Source: an optimization exercise on an open RTL-to-GDS flow (aim: small area). Production flows keep margins and buffers that such runs may drop.
Only simulation tests tie the RTL to the original design; equivalence was not proved.
Power figures rest on the tool's default switching activity, not on a simulated workload.

==> flow/design.v <==
package fpu_pkg;
  localparam logic [1:0] OP_NONE = 2'b00;
  localparam logic [1:0] OP_FADD = 2'b01;
  localparam logic [1:0] OP_FMUL = 2'b10;
  localparam logic [1:0] OP_RSVD = 2'b11;
endpackage
module fpu_seq (
  input  logic        clk,
  input  logic        reset,
  input  logic        Start,
  input  logic [1:0]  FPUOp,
  input  logic [31:0] SrcA,
  input  logic [31:0] SrcB,
  output logic [31:0] Result,
  output logic        Done,
  output logic        Busy,
  output logic [3:0]  FPUFlags
);
  localparam logic [3:0] S_IDLE = 4'd0;
  localparam logic [3:0] S_A1   = 4'd1;   
  localparam logic [3:0] S_A2   = 4'd2;   
  localparam logic [3:0] S_A3   = 4'd3;   
  localparam logic [3:0] S_AL   = 4'd4;   
  localparam logic [3:0] S_ML   = 4'd5;   
  localparam logic [3:0] S_M4   = 4'd6;   
  localparam logic [3:0] S_NORM = 4'd7;   
  localparam logic [3:0] S_PACK = 4'd8;   
  localparam logic [3:0] S_RSV  = 4'd9;   
  localparam logic [3:0] S_DONE = 4'd10;
  localparam logic [3:0] S_A5   = 4'd11;  
  localparam logic [3:0] S_A6   = 4'd12;  
  localparam logic [3:0] S_M3   = 4'd13;  
  localparam logic [3:0] S_M3B  = 4'd14;
  localparam logic [3:0] S_A0   = 4'd15;
  logic [3:0]  r_state;
  logic [3:0]  w_next;
  logic [31:0] r_a;
  logic [31:0] r_b;
  logic [25:0] r_acc;
  logic [9:0]  r_ex;
  logic        r_swap;
  logic [7:0] w_eA, w_eB;
  logic       w_hA, w_hB, w_infA, w_infB;
  assign w_eA   = r_a[30:23];
  assign w_eB   = r_b[30:23];
  assign w_hA   = |w_eA;
  assign w_hB   = |w_eB;
  assign w_infA = &w_eA;
  assign w_infB = &w_eB;
  logic w_accZ, w_exNZ;
  assign w_accZ = ~|r_acc;
  assign w_exNZ = |r_ex;
  assign Result   = {r_a[31], r_ex[7:0], r_acc[23:1]};
  assign FPUFlags = {r_a[31], ~|r_ex[7:0], 1'b0, &r_ex[7:0]};
  assign Done     = (r_state == S_DONE);
  assign Busy     = (r_state != S_IDLE);
  logic        w_ySelB;    
  logic        w_yEn;      
  logic        w_sub;
  logic [24:0] w_x, w_y;
  logic [25:0] w_sum;
  assign w_x = r_acc[25:1] ^ {25{w_sub}};
  assign w_y = {w_yEn, (w_ySelB ? r_b[22:0] : r_a[22:0]) & {23{w_yEn}}, 1'b0};
  logic [25:0] w_c;
  assign w_c[0] = w_sub;
  for (genvar i = 0; i < 25; i++) begin : g_add
    assign w_sum[i]  = w_x[i] ^ w_y[i] ^ w_c[i];
    assign w_c[i+1]  = (w_x[i] & w_y[i]) | (w_c[i] & (w_x[i] ^ w_y[i]));
  end
  assign w_sum[25] = w_c[25];
  logic w_redo;
  assign w_redo = r_acc[25] & (r_a[31] ^ r_b[31]);
  logic [9:0] w_p, w_q, w_exSum;
  logic       w_cin;
  logic [10:0] w_ec;
  assign w_ec[0] = w_cin;
  for (genvar i = 0; i < 10; i++) begin : g_eadd
    assign w_exSum[i] = w_p[i] ^ w_q[i] ^ w_ec[i];
    assign w_ec[i+1]  = (w_p[i] & w_q[i]) | (w_ec[i] & (w_p[i] ^ w_q[i]));
  end
  logic w_ovf, w_unf, w_special;
  assign w_ovf     = ~r_ex[9] & (r_ex[8] | (&r_ex[7:0]));
  assign w_unf     = r_ex[9] | ~w_exNZ;
  assign w_special = (r_state == S_RSV) | w_infA | w_infB;
  logic       w_accept;
  logic [1:0] w_accOp;    
  logic       w_accNan;
  logic       w_bShift;
  logic [1:0] w_signOp;   
  assign w_accept = (r_state == S_IDLE) && Start && (FPUOp != 2'b00);
  always_comb begin
    w_next   = r_state;
    w_ySelB  = 1'b0;
    w_yEn    = 1'b0;
    w_sub    = 1'b0;
    w_p      = r_ex;
    w_q      = 10'd0;
    w_cin    = 1'b0;
    w_accOp  = 2'd0;
    w_accNan = 1'b0;
    w_bShift = 1'b0;
    w_signOp = 2'd0;
    case (r_state)
      S_IDLE: begin
        w_accOp = 2'd3;
        w_p     = 10'd0;
        w_q     = 10'h3E8;         
        if (w_accept) begin
          case (FPUOp)
            2'b01:   w_next = S_A0;
            2'b10:   w_next = S_ML;
            default: w_next = S_RSV;
          endcase
        end
      end
      S_A0: begin
        w_accOp = 2'd3;
        w_p     = 10'd0;
        w_q     = {2'b00, w_eA};
        w_next  = S_A1;
      end
      S_A1: begin
        w_accOp = 2'd3;
        w_q    = {2'b11, ~w_eB};
        w_cin  = 1'b1;
        w_next = S_A2;
      end
      S_A2: begin
        w_ySelB = ~r_swap;
        w_yEn   = r_swap ? w_hA : w_hB;
        w_accOp = 2'd1;
        w_next  = S_A3;
      end
      S_A3: begin
        w_accOp = 2'd2;
        w_next  = S_AL;
      end
      S_AL: begin
        if (w_exNZ && !w_accZ) begin
          w_accOp = 2'd1;
          w_q     = {{9{~r_ex[9]}}, 1'b1};
        end else begin
          w_next  = S_A5;
        end
      end
      S_A5: begin
        w_ySelB  = r_swap;
        w_yEn    = r_swap ? w_hB : w_hA;
        w_sub    = r_a[31] ^ r_b[31];
        w_accOp  = 2'd1;
        w_p      = 10'd0;
        w_q      = r_swap ? {2'b00, w_eB} : {2'b00, w_eA};
        w_signOp = 2'd2;
        w_next   = S_A6;
      end
      S_A6: begin
        w_next = w_redo ? S_A0 : S_NORM;
      end
      S_ML: begin
        w_yEn    = r_b[0] & w_hA & w_hB;
        w_accOp  = 2'd1;
        w_cin    = 1'b1;
        w_bShift = 1'b1;
        if (&r_ex) w_next = S_M3;
      end
      S_M3: begin
        w_p    = 10'd0;
        w_q    = {2'b00, w_eA};
        w_next = S_M3B;
      end
      S_M3B: begin
        w_q    = {2'b00, w_eB};
        w_next = S_M4;
      end
      S_M4: begin
        w_q      = 10'h381;        
        w_signOp = 2'd1;
        w_next   = S_NORM;
      end
      S_NORM: begin
        if (r_acc[25]) begin
          w_accOp = 2'd1;
          w_cin   = 1'b1;
          w_next  = S_PACK;
        end else if (!r_acc[24] && !w_accZ) begin
          w_accOp = 2'd2;
          w_q     = 10'h3FF;
        end else begin
          w_next = S_PACK;
        end
      end
      S_PACK, S_RSV: begin
        w_next = S_DONE;
        if (w_special) begin
          w_accOp  = 2'd3;
          w_accNan = 1'b1;
          w_p      = 10'd0;
          w_q      = 10'h0FF;
          w_signOp = 2'd3;
        end else if (!r_acc[24]) begin
          w_accOp  = 2'd3;
          w_p      = 10'd0;
          w_signOp = 2'd3;
        end else if (w_ovf) begin
          w_accOp  = 2'd3;
          w_p      = 10'd0;
          w_q      = 10'h0FF;
        end else if (w_unf) begin
          w_accOp  = 2'd3;
          w_p      = 10'd0;
          w_signOp = 2'd3;
        end
      end
      S_DONE: begin
        w_next = S_IDLE;
      end
      default: w_next = S_IDLE;
    endcase
  end
  always_ff @(posedge clk) begin
    if (!reset) r_state <= S_IDLE;
    else        r_state <= w_next;
  end
  always_ff @(posedge clk) begin
    r_ex <= w_exSum;
    case (w_accOp)
      2'd1:    r_acc <= {w_sum[25] ^ w_sub, w_sum[24:0]};
      2'd2:    r_acc <= {r_acc[24:0], 1'b0};
      2'd3:    r_acc <= {2'b00, w_accNan, 23'd0};
      default: ;
    endcase
    if (r_state == S_IDLE)    r_swap <= 1'b0;
    else if (r_state == S_A1) r_swap <= r_swap | w_exSum[9];
    else if (r_state == S_A6) r_swap <= r_swap ^ w_redo;
    if (r_state == S_IDLE) begin
      r_a <= SrcA;
      r_b <= SrcB;
    end else begin
      if (w_bShift) r_b[22:0] <= {w_hB, r_b[22:1]};
      case (w_signOp)
        2'd1:    r_a[31] <= r_a[31] ^ r_b[31];
        2'd2:    r_a[31] <= r_swap ? r_b[31] : r_a[31];
        2'd3:    r_a[31] <= 1'b0;
        default: ;
      endcase
    end
  end
endmodule
Settings: LEC_CHECK=0, ABC_AREA=1, CAP_MARGIN=0, CORE_MARGIN=2, CORE_UTILIZATION=65, SLEW_MARGIN=0; clock period 11.0 ns.
standard.sh (not shown) runs the stock make flow with config.mk's settings and CLKGATE_MAP_FILE= SYNTH_SCRIPT=/design/flow/synth_recipe.tcl, a recipe that flattens the netlist after the stock synthesis.
==> flow/flow/run.sh <==
#!/bin/bash
# The standard layout with two changes:
#  - synthesis maps the logic with an area-oriented ABC script (flow/area.abc);
#    registers are untouched, so they are the standard synthesis's registers;
#  - the port buffers use the smallest buffer cell.
set -euo pipefail
W=$(pwd)
sed "s#^source \$::env(SCRIPTS_DIR)/synth_preamble.tcl#&\nset abc_args [list -script $W/flow/area.abc {*}[lrange \$abc_args 2 end]]#" \
  "$FLOW_HOME/scripts/synth.tcl" > my_synth.tcl
grep -q "flow/area.abc" my_synth.tcl
sed "s#source \$::env(SCRIPTS_DIR)/synth.tcl#source $W/my_synth.tcl#" synth_recipe.tcl > my_synth_recipe.tcl
grep -q "my_synth.tcl" my_synth_recipe.tcl
sed "s#SYNTH_SCRIPT=[^ ]*#SYNTH_SCRIPT=$W/my_synth_recipe.tcl#" standard.sh > my_standard.sh
grep -q "my_synth_recipe.tcl" my_standard.sh
export BUFFER_PORTS_ARGS="-buffer_cell sky130_fd_sc_hd__buf_1"
bash my_standard.sh > standard_flow.log 2>&1
==> flow/flow/area.abc <==
strash
&get -n
&st
&dch
&nf -R 1000
&st
&dch
&nf -R 1000
&put
topo
Change:
--- a/flow/design.v
+++ b/flow/design.v
@@ -29,10 +29,8 @@
   localparam logic [3:0] S_DONE = 4'd10;
   localparam logic [3:0] S_A5   = 4'd11;  
   localparam logic [3:0] S_A6   = 4'd12;  
   localparam logic [3:0] S_M3   = 4'd13;  
-  localparam logic [3:0] S_M3B  = 4'd14;
-  localparam logic [3:0] S_A0   = 4'd15;
   logic [3:0]  r_state;
   logic [3:0]  w_next;
   logic [31:0] r_a;
   logic [31:0] r_b;
@@ -106,22 +104,17 @@
         w_p     = 10'd0;
         w_q     = 10'h3E8;         
         if (w_accept) begin
           case (FPUOp)
-            2'b01:   w_next = S_A0;
+            2'b01:   w_next = S_A1;
             2'b10:   w_next = S_ML;
             default: w_next = S_RSV;
           endcase
         end
       end
-      S_A0: begin
-        w_accOp = 2'd3;
-        w_p     = 10'd0;
-        w_q     = {2'b00, w_eA};
-        w_next  = S_A1;
-      end
       S_A1: begin
         w_accOp = 2'd3;
+        w_p    = {2'b00, w_eA};
         w_q    = {2'b11, ~w_eB};
         w_cin  = 1'b1;
         w_next = S_A2;
       end
@@ -147,15 +140,14 @@
         w_ySelB  = r_swap;
         w_yEn    = r_swap ? w_hB : w_hA;
         w_sub    = r_a[31] ^ r_b[31];
         w_accOp  = 2'd1;
-        w_p      = 10'd0;
-        w_q      = r_swap ? {2'b00, w_eB} : {2'b00, w_eA};
+        w_p      = r_swap ? {2'b00, w_eB} : {2'b00, w_eA};
         w_signOp = 2'd2;
         w_next   = S_A6;
       end
       S_A6: begin
-        w_next = w_redo ? S_A0 : S_NORM;
+        w_next = w_redo ? S_A1 : S_NORM;
       end
       S_ML: begin
         w_yEn    = r_b[0] & w_hA & w_hB;
         w_accOp  = 2'd1;
@@ -163,13 +155,9 @@
         w_bShift = 1'b1;
         if (&r_ex) w_next = S_M3;
       end
       S_M3: begin
-        w_p    = 10'd0;
-        w_q    = {2'b00, w_eA};
-        w_next = S_M3B;
-      end
-      S_M3B: begin
+        w_p    = {2'b00, w_eA};
         w_q    = {2'b00, w_eB};
         w_next = S_M4;
       end
       S_M4: begin
@@ -231,9 +219,9 @@
     endcase
     if (r_state == S_IDLE)    r_swap <= 1'b0;
     else if (r_state == S_A1) r_swap <= r_swap | w_exSum[9];
     else if (r_state == S_A6) r_swap <= r_swap ^ w_redo;
-    if (r_state == S_IDLE) begin
+    if (w_accept) begin
       r_a <= SrcA;
       r_b <= SrcB;
     end else begin
       if (w_bShift) r_b[22:0] <= {w_hB, r_b[22:1]};
Routed wire length decreases by 0.94%.
Clock skew grows by 0.0068 ns.
Die area is higher by 0.94%.
Maximum frequency is lower by 0.68%.
Sequential share of layout area hardly moves.
Sequential power came out lower by 15%.
Via count is lower by 0.76%.
Flip-flop and latch count stays the same.
Synthesized cell count rose by 2.7%.
Combinational power drops by 11%.

[static timing again, ports no longer ideal]
Ports are ideal in the flow. The routed layouts listed here were re-timed in OpenROAD. Step 1 sets driving cells, clkbuf_16 on the clock port and buf_2 on the other inputs (assumed; they add their load-dependent delay and slew). Step 2 times the ports against the registers' clock, not the clock port: input delays grow and output delays shrink by t, the midpoint of the rising clock arrivals with the driver on. Three values: ideal ports, drivers, drivers and shift; two values: the first two.
run | shift t [ns] | slack for setup (ns) | hold slack, ns
the first run | 0.415 | 0.339 / 0.339 / 0.339 | 0.558 / 0.558 / 0.558
the second run | 0.399 | 0.266 / 0.266 / 0.266 | 0.560 / 0.560 / 0.560
After both steps every run listed still meets setup and hold.
